What follows belongs to an exercise in optimizing a design on an open flow for small area; a production flow would make more cautious choices.
Function not checked in this run: the RTL went through the layout flow alone.
Power is estimated from default activity; no workload was simulated.

==> constraint.sdc <==
create_clock -name core_clock -period 6.0 [get_ports {clk_i}]
set_input_delay 1.2000 -clock core_clock [delete_from_list [all_inputs] [get_ports {clk_i}]]
set_output_delay 1.2000 -clock core_clock [all_outputs]
set_load 0.01 [all_outputs]
==> config.mk <==
export PLATFORM = sky130hd
export DESIGN_NAME = ir_stage
export DESIGN_NICKNAME = ir_stage
export VERILOG_FILES = /design/flow/design.v
export SDC_FILE = /design/flow/constraint.sdc
export NUM_CORES = 4
export LEC_CHECK = 0
export CAP_MARGIN = 20
export CORE_MARGIN = 2
export CORE_UTILIZATION = 40
export SLEW_MARGIN = 20
==> run.sh <==
#!/bin/bash
# synth_recipe.tcl (not shown) runs the flow's synth.tcl, then flattens the netlist and writes it again
# the make line also repeats each setting of config.mk as NAME=value (left out here)
make -C /OpenROAD-flow-scripts/flow DESIGN_CONFIG=/design/flow/config.mk WORK_HOME=/design/flow/orfs CLKGATE_MAP_FILE= SYNTH_SCRIPT=/design/flow/synth_recipe.tcl finish
==> design.v <==
`default_nettype none
package ir_pkg;
  localparam int XLEN         = 32;
  localparam int FIFO_DEPTH   = 4;
  localparam int FIFO_PTR_W   = $clog2(FIFO_DEPTH);
  localparam int NUM_WR_PORTS = 3;
  typedef logic [31:0]         instr_t;
  typedef logic [XLEN-1:0]     reg_data_t;
  typedef logic [4:0]          reg_addr_t;
  typedef logic [FIFO_PTR_W-1:0] fifo_ptr_t;
  typedef logic [FIFO_PTR_W:0]   fifo_cnt_t;
  typedef logic [1:0]          lane_cnt_t;
  localparam logic [6:0] OPC_LUI      = 7'b0110111;
  localparam logic [6:0] OPC_AUIPC    = 7'b0010111;
  localparam logic [6:0] OPC_JAL      = 7'b1101111;
  localparam logic [6:0] OPC_JALR     = 7'b1100111;
  localparam logic [6:0] OPC_BRANCH   = 7'b1100011;
  localparam logic [6:0] OPC_LOAD     = 7'b0000011;
  localparam logic [6:0] OPC_STORE    = 7'b0100011;
  localparam logic [6:0] OPC_OP_IMM   = 7'b0010011;
  localparam logic [6:0] OPC_OP       = 7'b0110011;
  localparam logic [6:0] OPC_MISC_MEM = 7'b0001111;
  localparam logic [6:0] OPC_SYSTEM   = 7'b1110011;
  typedef struct packed {
    instr_t    instr;
    reg_addr_t rs1;
    reg_addr_t rs2;
    reg_addr_t rd;
    logic      uses_rs1;
    logic      uses_rs2;
    logic      illegal;
  } ir_dec_t;
  typedef enum logic [1:0] {
    OCC_EMPTY = 2'd0,
    OCC_ONE   = 2'd1,
    OCC_TWO   = 2'd2
  } occ_e;
endpackage
`default_nettype wire
`default_nettype none
module instr_fifo (
  input  wire logic      clk_i,
  input  wire logic      rst_ni,
  input  wire logic      flush_i,
  input  wire logic [1:0] wr_valid_i,
  input  wire ir_pkg::instr_t    wr_data0_i,
  input  wire ir_pkg::instr_t    wr_data1_i,
  output logic [1:0]     wr_rdy_o,
  output logic [1:0]     rd_valid_o,
  output ir_pkg::instr_t rd_data0_o,
  output ir_pkg::instr_t rd_data1_o,
  input  wire logic [1:0] rd_rdy_i
);
  ir_pkg::instr_t    mem [0:ir_pkg::FIFO_DEPTH-1];
  ir_pkg::fifo_ptr_t rd_ptr_q;
  ir_pkg::fifo_ptr_t wr_ptr_q;
  ir_pkg::fifo_ptr_t rd_ptr_nx;
  ir_pkg::fifo_ptr_t wr_ptr_nx;
  ir_pkg::fifo_cnt_t cnt_q;
  logic      push0;
  logic      push1;
  logic      pop0;
  logic      pop1;
  ir_pkg::lane_cnt_t n_wr;
  ir_pkg::lane_cnt_t n_rd;
  assign wr_rdy_o[0] = cnt_q < ir_pkg::fifo_cnt_t'(ir_pkg::FIFO_DEPTH);
  assign wr_rdy_o[1] = cnt_q < ir_pkg::fifo_cnt_t'(ir_pkg::FIFO_DEPTH - 1);
  assign rd_valid_o[0] = cnt_q != '0;
  assign rd_valid_o[1] = cnt_q > ir_pkg::fifo_cnt_t'(1);
  assign rd_ptr_nx = rd_ptr_q + ir_pkg::fifo_ptr_t'(1);
  assign wr_ptr_nx = wr_ptr_q + ir_pkg::fifo_ptr_t'(1);
  assign rd_data0_o = mem[rd_ptr_q];
  assign rd_data1_o = mem[rd_ptr_nx];
  assign push0 = wr_valid_i[0] & wr_rdy_o[0];
  assign push1 = wr_valid_i[1] & wr_rdy_o[1] & push0;
  assign pop0  = rd_valid_o[0] & rd_rdy_i[0];
  assign pop1  = rd_valid_o[1] & rd_rdy_i[1] & pop0;
  assign n_wr = {1'b0, push0} + {1'b0, push1};
  assign n_rd = {1'b0, pop0} + {1'b0, pop1};
  always_ff @(posedge clk_i or negedge rst_ni) begin
    if (!rst_ni) begin
      rd_ptr_q <= '0;
      wr_ptr_q <= '0;
      cnt_q    <= '0;
    end else if (flush_i) begin
      rd_ptr_q <= '0;
      wr_ptr_q <= '0;
      cnt_q    <= '0;
    end else begin
      rd_ptr_q <= rd_ptr_q + ir_pkg::fifo_ptr_t'(n_rd);
      wr_ptr_q <= wr_ptr_q + ir_pkg::fifo_ptr_t'(n_wr);
      cnt_q    <= cnt_q + ir_pkg::fifo_cnt_t'(n_wr) - ir_pkg::fifo_cnt_t'(n_rd);
    end
  end
  always_ff @(posedge clk_i) begin
    if (push0) begin
      mem[wr_ptr_q] <= wr_data0_i;
    end
    if (push1) begin
      mem[wr_ptr_nx] <= wr_data1_i;
    end
  end
endmodule
`default_nettype wire
`default_nettype none
module ir_decoder (
  input  wire ir_pkg::instr_t instr_i,
  output ir_pkg::ir_dec_t     dec_o
);
  logic use1;
  logic use2;
  logic ill;
  always_comb begin
    use1 = 1'b0;
    use2 = 1'b0;
    ill  = 1'b0;
    if (instr_i[1:0] != 2'b11) begin
      ill = 1'b1;
    end else begin
      unique case (instr_i[6:0])
        ir_pkg::OPC_OP, ir_pkg::OPC_BRANCH, ir_pkg::OPC_STORE: begin
          use1 = 1'b1;
          use2 = 1'b1;
        end
        ir_pkg::OPC_OP_IMM, ir_pkg::OPC_LOAD, ir_pkg::OPC_JALR, ir_pkg::OPC_SYSTEM: begin
          use1 = 1'b1;
        end
        ir_pkg::OPC_LUI, ir_pkg::OPC_AUIPC, ir_pkg::OPC_JAL: begin
          use1 = 1'b0;
        end
        default: ill = 1'b1;
      endcase
    end
  end
  assign dec_o.instr    = instr_i;
  assign dec_o.rs1      = use1 ? instr_i[19:15] : '0;
  assign dec_o.rs2      = use2 ? instr_i[24:20] : '0;
  assign dec_o.rd       = instr_i[11:7];
  assign dec_o.uses_rs1 = use1;
  assign dec_o.uses_rs2 = use2;
  assign dec_o.illegal  = ill;
endmodule
`default_nettype wire
`default_nettype none
module ir_ctrl (
  input  wire logic       clk_i,
  input  wire logic       rst_ni,
  input  wire logic       flush_i,
  input  wire logic       flush_s0_i,
  input  wire logic       hold_i,
  input  wire logic [1:0] fifo_valid_i,
  output logic [1:0]      fifo_rdy_o,
  input  wire logic [1:0] ds_rdy_i,
  output logic [1:0]      wr_mem_a_o,
  output logic [1:0]      wr_mem_b_o,
  output logic [1:0]      valid_o,
  output logic            a_is0_o
);
  ir_pkg::occ_e      occ_q;
  logic      old_ptr_q;
  logic      wr_ptr_q;
  ir_pkg::lane_cnt_t occ_cnt;
  ir_pkg::lane_cnt_t n_pop;
  ir_pkg::lane_cnt_t n_push;
  ir_pkg::lane_cnt_t free;
  logic      pop0;
  logic      pop1;
  logic      take0;
  logic      take1;
  logic      s1_en;
  assign occ_cnt = ir_pkg::lane_cnt_t'(occ_q);
  assign valid_o[0] = occ_q != ir_pkg::OCC_EMPTY;
  assign valid_o[1] = occ_q == ir_pkg::OCC_TWO;
  assign a_is0_o    = ~old_ptr_q;
  assign pop0  = valid_o[0] & ds_rdy_i[0];
  assign pop1  = valid_o[1] & ds_rdy_i[0] & ds_rdy_i[1];
  assign n_pop = {1'b0, pop0} + {1'b0, pop1};
  assign free  = 2'd2 - occ_cnt + n_pop;
  assign s1_en = ~hold_i & ~flush_i & ~flush_s0_i;
  assign fifo_rdy_o[0] = s1_en & (free != 2'd0);
  assign fifo_rdy_o[1] = s1_en & (free == 2'd2);
  assign take0  = fifo_valid_i[0] & fifo_rdy_o[0];
  assign take1  = fifo_valid_i[1] & fifo_rdy_o[1] & take0;
  assign n_push = {1'b0, take0} + {1'b0, take1};
  assign wr_mem_a_o[0] = take0 & ~wr_ptr_q;
  assign wr_mem_a_o[1] = take1 &  wr_ptr_q;
  assign wr_mem_b_o[0] = take0 &  wr_ptr_q;
  assign wr_mem_b_o[1] = take1 & ~wr_ptr_q;
  always_ff @(posedge clk_i or negedge rst_ni) begin
    if (!rst_ni) begin
      occ_q     <= ir_pkg::OCC_EMPTY;
      old_ptr_q <= 1'b0;
      wr_ptr_q  <= 1'b0;
    end else if (flush_i) begin
      occ_q     <= ir_pkg::OCC_EMPTY;
      old_ptr_q <= 1'b0;
      wr_ptr_q  <= 1'b0;
    end else begin
      occ_q     <= ir_pkg::occ_e'(occ_cnt - n_pop + n_push);
      old_ptr_q <= old_ptr_q ^ n_pop[0];
      wr_ptr_q  <= wr_ptr_q ^ n_push[0];
    end
  end
endmodule
`default_nettype wire
`default_nettype none
module ir_slot (
  input  wire logic                           clk_i,
  input  wire logic                           rst_ni,
  input  wire logic [1:0]                     wr_mem_i,
  input  wire ir_pkg::ir_dec_t                        dec0_i,
  input  wire ir_pkg::ir_dec_t                        dec1_i,
  input  wire ir_pkg::reg_data_t                      rdata_p0a_i,
  input  wire ir_pkg::reg_data_t                      rdata_p0b_i,
  input  wire ir_pkg::reg_data_t                      rdata_p1a_i,
  input  wire ir_pkg::reg_data_t                      rdata_p1b_i,
  input  wire logic [ir_pkg::NUM_WR_PORTS-1:0]        rf_we_i,
  input  wire ir_pkg::reg_addr_t [ir_pkg::NUM_WR_PORTS-1:0]   rf_waddr_i,
  input  wire ir_pkg::reg_data_t [ir_pkg::NUM_WR_PORTS-1:0]   rf_wdata_i,
  output ir_pkg::ir_dec_t                             dec_o,
  output ir_pkg::reg_data_t                           op1_o,
  output ir_pkg::reg_data_t                           op2_o
);
  logic      load;
  ir_pkg::ir_dec_t   dec_in;
  ir_pkg::ir_dec_t   dec_q;
  ir_pkg::reg_addr_t rs1_q;
  ir_pkg::reg_addr_t rs2_q;
  ir_pkg::reg_addr_t rs1_sel;
  ir_pkg::reg_addr_t rs2_sel;
  ir_pkg::reg_data_t rdata_a;
  ir_pkg::reg_data_t rdata_b;
  ir_pkg::reg_data_t op1_d;
  ir_pkg::reg_data_t op2_d;
  ir_pkg::reg_data_t op1_q;
  ir_pkg::reg_data_t op2_q;
  function automatic logic [ir_pkg::XLEN-1:0] fwd_operand(
    input ir_pkg::reg_addr_t addr,
    input ir_pkg::reg_data_t base
  );
    ir_pkg::reg_data_t res;
    res = base;
    for (int i = 0; i < ir_pkg::NUM_WR_PORTS; i++) begin
      if (rf_we_i[i] && (rf_waddr_i[i] == addr)) begin
        res = rf_wdata_i[i];
      end
    end
    if (addr == '0) begin
      res = '0;
    end
    fwd_operand = res;
  endfunction
  assign load    = |wr_mem_i;
  assign dec_in  = wr_mem_i[1] ? dec1_i : dec0_i;
  assign rdata_a = wr_mem_i[1] ? rdata_p1a_i : rdata_p0a_i;
  assign rdata_b = wr_mem_i[1] ? rdata_p1b_i : rdata_p0b_i;
  assign rs1_sel = load ? dec_in.rs1 : rs1_q;
  assign rs2_sel = load ? dec_in.rs2 : rs2_q;
  always_comb begin
    op1_d = fwd_operand(rs1_sel, load ? rdata_a : op1_q);
    op2_d = fwd_operand(rs2_sel, load ? rdata_b : op2_q);
  end
  always_ff @(posedge clk_i or negedge rst_ni) begin
    if (!rst_ni) begin
      rs1_q <= '0;
      rs2_q <= '0;
      op1_q <= '0;
      op2_q <= '0;
    end else begin
      op1_q <= op1_d;
      op2_q <= op2_d;
      if (load) begin
        rs1_q <= dec_in.rs1;
        rs2_q <= dec_in.rs2;
      end
    end
  end
  always_ff @(posedge clk_i) begin
    if (load) begin
      dec_q <= dec_in;
    end
  end
  assign dec_o = dec_q;
  assign op1_o = op1_q;
  assign op2_o = op2_q;
endmodule
`default_nettype wire
`default_nettype none
module ir_stage (
  input  wire logic                         clk_i,
  input  wire logic                         rst_ni,
  input  wire logic [1:0]                   us_valid_i,
  input  wire ir_pkg::instr_t                       us_instr0_i,
  input  wire ir_pkg::instr_t                       us_instr1_i,
  output logic [1:0]                        ir_rdy_o,
  output ir_pkg::reg_addr_t                         rf_raddr_p0a_o,
  output ir_pkg::reg_addr_t                         rf_raddr_p0b_o,
  output ir_pkg::reg_addr_t                         rf_raddr_p1a_o,
  output ir_pkg::reg_addr_t                         rf_raddr_p1b_o,
  input  wire ir_pkg::reg_data_t                    rf_rdata_p0a_i,
  input  wire ir_pkg::reg_data_t                    rf_rdata_p0b_i,
  input  wire ir_pkg::reg_data_t                    rf_rdata_p1a_i,
  input  wire ir_pkg::reg_data_t                    rf_rdata_p1b_i,
  input  wire logic [ir_pkg::NUM_WR_PORTS-1:0]      rf_we_i,
  input  wire ir_pkg::reg_addr_t [ir_pkg::NUM_WR_PORTS-1:0] rf_waddr_i,
  input  wire ir_pkg::reg_data_t [ir_pkg::NUM_WR_PORTS-1:0] rf_wdata_i,
  input  wire logic                         ir_flush_i,
  input  wire logic                         ir_flush_s0_i,
  input  wire logic                         ir_hold_i,
  input  wire logic [1:0]                   ds_rdy_i,
  output logic [1:0]                        ir_valid_o,
  output logic                              ira_is0_o,
  output ir_pkg::ir_dec_t                           ira_dec_o,
  output ir_pkg::ir_dec_t                           irb_dec_o,
  output ir_pkg::reg_data_t                         ira_op1_o,
  output ir_pkg::reg_data_t                         ira_op2_o,
  output ir_pkg::reg_data_t                         irb_op1_o,
  output ir_pkg::reg_data_t                         irb_op2_o
);
  ir_pkg::ir_dec_t    dec0;
  ir_pkg::ir_dec_t    dec1;
  logic [1:0] wr_mem_a;
  logic [1:0] wr_mem_b;
  logic       s0_flush;
  logic [1:0] s0_valid;
  logic [1:0] s0_rdy;
  ir_pkg::instr_t s0_data0;
  ir_pkg::instr_t s0_data1;
  assign s0_flush = ir_flush_i | ir_flush_s0_i;
  instr_fifo u_fifo (
    .clk_i      (clk_i),
    .rst_ni     (rst_ni),
    .flush_i    (s0_flush),
    .wr_valid_i (us_valid_i),
    .wr_data0_i (us_instr0_i),
    .wr_data1_i (us_instr1_i),
    .wr_rdy_o   (ir_rdy_o),
    .rd_valid_o (s0_valid),
    .rd_data0_o (s0_data0),
    .rd_data1_o (s0_data1),
    .rd_rdy_i   (s0_rdy)
  );
  ir_decoder u_dec0 (
    .instr_i (s0_data0),
    .dec_o   (dec0)
  );
  ir_decoder u_dec1 (
    .instr_i (s0_data1),
    .dec_o   (dec1)
  );
  assign rf_raddr_p0a_o = dec0.rs1;
  assign rf_raddr_p0b_o = dec0.rs2;
  assign rf_raddr_p1a_o = dec1.rs1;
  assign rf_raddr_p1b_o = dec1.rs2;
  ir_ctrl u_ctrl (
    .clk_i      (clk_i),
    .rst_ni     (rst_ni),
    .flush_i    (ir_flush_i),
    .flush_s0_i (ir_flush_s0_i),
    .hold_i     (ir_hold_i),
    .fifo_valid_i (s0_valid),
    .fifo_rdy_o (s0_rdy),
    .ds_rdy_i   (ds_rdy_i),
    .wr_mem_a_o (wr_mem_a),
    .wr_mem_b_o (wr_mem_b),
    .valid_o    (ir_valid_o),
    .a_is0_o    (ira_is0_o)
  );
  ir_slot u_slot_a (
    .clk_i       (clk_i),
    .rst_ni      (rst_ni),
    .wr_mem_i    (wr_mem_a),
    .dec0_i      (dec0),
    .dec1_i      (dec1),
    .rdata_p0a_i (rf_rdata_p0a_i),
    .rdata_p0b_i (rf_rdata_p0b_i),
    .rdata_p1a_i (rf_rdata_p1a_i),
    .rdata_p1b_i (rf_rdata_p1b_i),
    .rf_we_i     (rf_we_i),
    .rf_waddr_i  (rf_waddr_i),
    .rf_wdata_i  (rf_wdata_i),
    .dec_o       (ira_dec_o),
    .op1_o       (ira_op1_o),
    .op2_o       (ira_op2_o)
  );
  ir_slot u_slot_b (
    .clk_i       (clk_i),
    .rst_ni      (rst_ni),
    .wr_mem_i    (wr_mem_b),
    .dec0_i      (dec0),
    .dec1_i      (dec1),
    .rdata_p0a_i (rf_rdata_p0a_i),
    .rdata_p0b_i (rf_rdata_p0b_i),
    .rdata_p1a_i (rf_rdata_p1a_i),
    .rdata_p1b_i (rf_rdata_p1b_i),
    .rf_we_i     (rf_we_i),
    .rf_waddr_i  (rf_waddr_i),
    .rf_wdata_i  (rf_wdata_i),
    .dec_o       (irb_dec_o),
    .op1_o       (irb_op1_o),
    .op2_o       (irb_op2_o)
  );
endmodule
`default_nettype wire
==> impl_metrics.yaml <==
die:
  ios: 568
  dieHeight_um: 251
  die_area_sq_um: 63200
  core_area_sq_um: 60500
  initial_core_util_pct: 40.5
  rows: 90
  die_x_um: 251
clocking:
  post_cts_resized: 0
  cts_tree: "yes"
  clockBufferDepth: 3
  path_clk_slew_ns: 0.06
  clkLatencyLatePin_ns: 0.60
  postCtsHoldBufs: 0
  htree_levels: 2
  post_cts_buffers: 0
  cts.sinks: 377
  cts_root_buf: "clkbuf_16"
  cts-buffers-inserted: 45
yosys:
  ys.flop_type: "edfxtp_1"
  synthDistinctLibCells: 96
  avgSynthCellArea_sq_um: 10.1
  synth.area.top_cells: "edfxtp_1 (27%), dfrtp_1 (16%), nand2_1 (8.0%), mux2_2 (6.2%), mux4_2 (5.8%)"
  ys_ff_latch: 377
  seq_area_frac_synth_pct: 43.0
  netlist.area_leader.share_pct: 26.8
  synth_warnings: 4
  synth_edf_count: 218
  synthCells: 2417
  synth-async-reset-ratio_pct: 42.2
  yosysTopAreaCell: "edfxtp_1"
  synth_nets: 2742
  netlist_area_sq_um: 24500
timing:
  setup_violations: 0
  setup_slack_ns: 0.514
  rsz0062_at_grt: "no"
  relSlewSlack_pct: 26.1
  worst_pin_slew_ns: 1.11
  min_period_ns: 5.49
  max_freq_mhz: 182
  post-route-period-util_pct: 91.4
  maxSlewViolCount: 0
  fin_skew_ns: 0.0240
  hold_violations: 0
  fin_tns_setup_ns: 0
run:
  maxCapViolCount: 0
critical_path:
  cp_data_required_time_ns: 4.80
  worstPathCellList: "buf_4 > mux4_2 > nor2b_1 > nand4_1 > inv_1 > clkdlybuf4s50_1"
  crit_path_top_delay_cell: "buf_4"
  worstReg2RegEnd: "u_slot_b.op1_q[0]"
  cpPeakStageDelay_ns: 0.71
  cp_max_fo: 45
  reg2reg_from: "u_ctrl.occ_q[1]"
  arrival_ns: 4.29
  cp-end-kind: "primary output"
  r2r_slack_ns: 0.77
  crit_type: "flop to primary output"
  start_kind: "flop"
  worstRegToRegCells: 19
finish:
  final.fill_count: 5275
  fin_area_sq_um: 32900
  syn_to_final_growth_pct: 34.3
  final_layout_size_suffix_gt1_share_pct: 17.2
  final_common_cell: "clkdlybuf4s50_1"
  finish.cell_count_without_fillers: 3774
  layout_common_cells: "clkdlybuf4s50_1 (566), nand2_1 (519), edfxtp_1 (218), dfrtp_1 (157), mux2i_1 (140)"
  nets: 3263
  fin_util_pct: 54.3
pwr:
  p_leak_nw: 12.4
  p_per_area_nw_per_um2: 334
  peakVddDrop_uv: 208
drt:
  via_count: 23300
  routed_wl_mm: 111
  first_pass_iters: 6
  drt_iter0_drc: 2476
  drtAntennaViolNets: 0
  wl_per_cell_um: 29.4
  vias_per_cell: 6.17
  drc: 0
place:
  place_area_sq_um: 31400
  dp_hpwl_mm: 78.6
  io_buffers: 567
  dp.cells: 3672
  pre_cts_ws_ns: -0.0751
  place_congestion: 0.946
grt:
  antenna_found_initial: 23
  grtUsageTotal_pct: 34.1
  grt.overflow.total: 0
  grt_max_degree: 90
  grt_pass1_wl_mm: 160
  first_global_vias: 22800
outcome:
  status: "timing/DRC/antenna clean"
worst_hold_path:
  hold_end: "u_slot_b.op1_q[0]"
  min_from: "u_slot_b.op1_q[0]"
  worstHoldPathCells: 1
  hold_path_class: "flop to flop"
## kinds of logic (layout without fill, tap and decap cells)
logic type / Yosys count / in the layout / share of synthesized area [%]
and+or+nand+nor: 824 / 824 / 14.9
AOI/OAI and AO/OA: 477 / 477 / 14.7
DFF: 377 / 377 / 43.0
muxes: 367 / 367 / 19.5
other: 0 / 17 / 0
adders and majority gates: 10 / 10 / 0.573
buffers and inverters: 312 / 870 / 5.48
xor gates and xnor gates: 50 / 50 / 1.91
## registers in the layout (all words and copies together), names as in the netlist, 2 cells and up
name,cells
u_slot_a.op2_q,32
u_fifo.cnt_q,3
u_fifo.mem,128
u_slot_b.op2_q,32
u_fifo.wr_ptr_q,2
u_slot_a.rs1_q,5
u_slot_b.op1_q,32
u_slot_a.rs2_q,5
u_slot_a.dec_q,45
u_slot_b.rs1_q,5
u_fifo.rd_ptr_q,2
u_slot_a.op1_q,32
u_slot_b.dec_q,45
u_ctrl.occ_q,2
u_slot_b.rs2_q,5
## how the worst max path moves through the flow
stage,from,endpoint,slack (ns),cells after the start
after floorplan,ds_rdy_i[0],u_slot_b.op2_q[0],0.08,15
after global placement,ds_rdy_i[0],u_slot_b.op1_q[4],0.04,17
after detailed placement,ds_rdy_i[0],u_slot_b.op1_q[5],-0.08,18
after CTS,u_fifo.rd_ptr_q[0],rf_raddr_p1b_o[0],0.51,6
after global routing,ds_rdy_i[0],u_slot_b.op2_q[6],0.28,19
final,u_fifo.rd_ptr_q[0],rf_raddr_p1b_o[2],0.51,6
## power by group
part / switching, mW / internal [mW]
Sequential: 0.430 / 3.33
Combinational: 2.40 / 2.13
Clock: 1.18 / 1.51
Total: 4.01 / 6.98
## Yosys cell counts (61+ instances only)
cell      count
clkbuf_1    123
mux2_2      135
a31oi_1      66
nand2_1     521
mux4_2       63
o22ai_1      81
edfxtp_1    218
nor2_1      115
mux2i_1     140
dfrtp_1     159
inv_1        99
nand3_1      61
## layout make-up
class                      count  area, sq um  share of cell area, %
clock buffer                  64         1260                   3.83
antenna                       17         42.5                  0.129
sequential                   377        10500                   32.0
clock inverter                20          170                  0.518
inverter                     104          395                   1.20
timing repair buffer         682         6720                   20.5
multi-input combinational   1728        12800                   38.8
tap                          782          978                   2.98
## through the flow
step	hold slack (ns)	total power [mW]
floorplan	0.510	5.99
global placement	0.520	8.18
detailed placement	0.529	8.25
CTS	0.542	11.0
global route	0.574	11.4
finish	0.542	11.0
## routing by layer
metal	up-vias	global-route usage, %	part of all wire [%]
li1	9996	-	-
met1	11600	45.4	40
met2	1428	53.9	46
met3	257	6.84	9.2
met4	12	15.0	4.5
met5	-	0	0.065
## critical path: cells and delay by family, from the launching register on
family                 cells  cell delay (ns)
muxes                      1             0.66
DFF                        1             0.57
and+or+nand+nor            2             0.86
buffers and inverters      3             1.58

==> re-timing with driven ports <==
The flow's constraints put no driver on any port. The routed layout listed below was extracted and timed again, unchanged, in two steps. Step 1, drivers: a clkbuf_16 drives clk_i and a buf_2 each remaining input, both assumed. Step 2, shift: input delay + t, output delay - t, t = (earliest + latest rising clock arrival at the registers) / 2. This alone moves slack from input paths to output paths. a / b / c = ideal / step 1 / step 2; a / b = the first two.
t, ns: 0.653
setup WS [ns]: 0.514 / 0.448 / -0.034
worst hold slack (ns): 0.542 / 0.542 / 0.542
clock arrival spread, ns: 0.024 / 0.024
Met with ideal ports but missed after step 2: setup timing in this run. For this run, drivers alone change the setup slack by -0.066 ns; drivers and shift together by -0.548 ns.
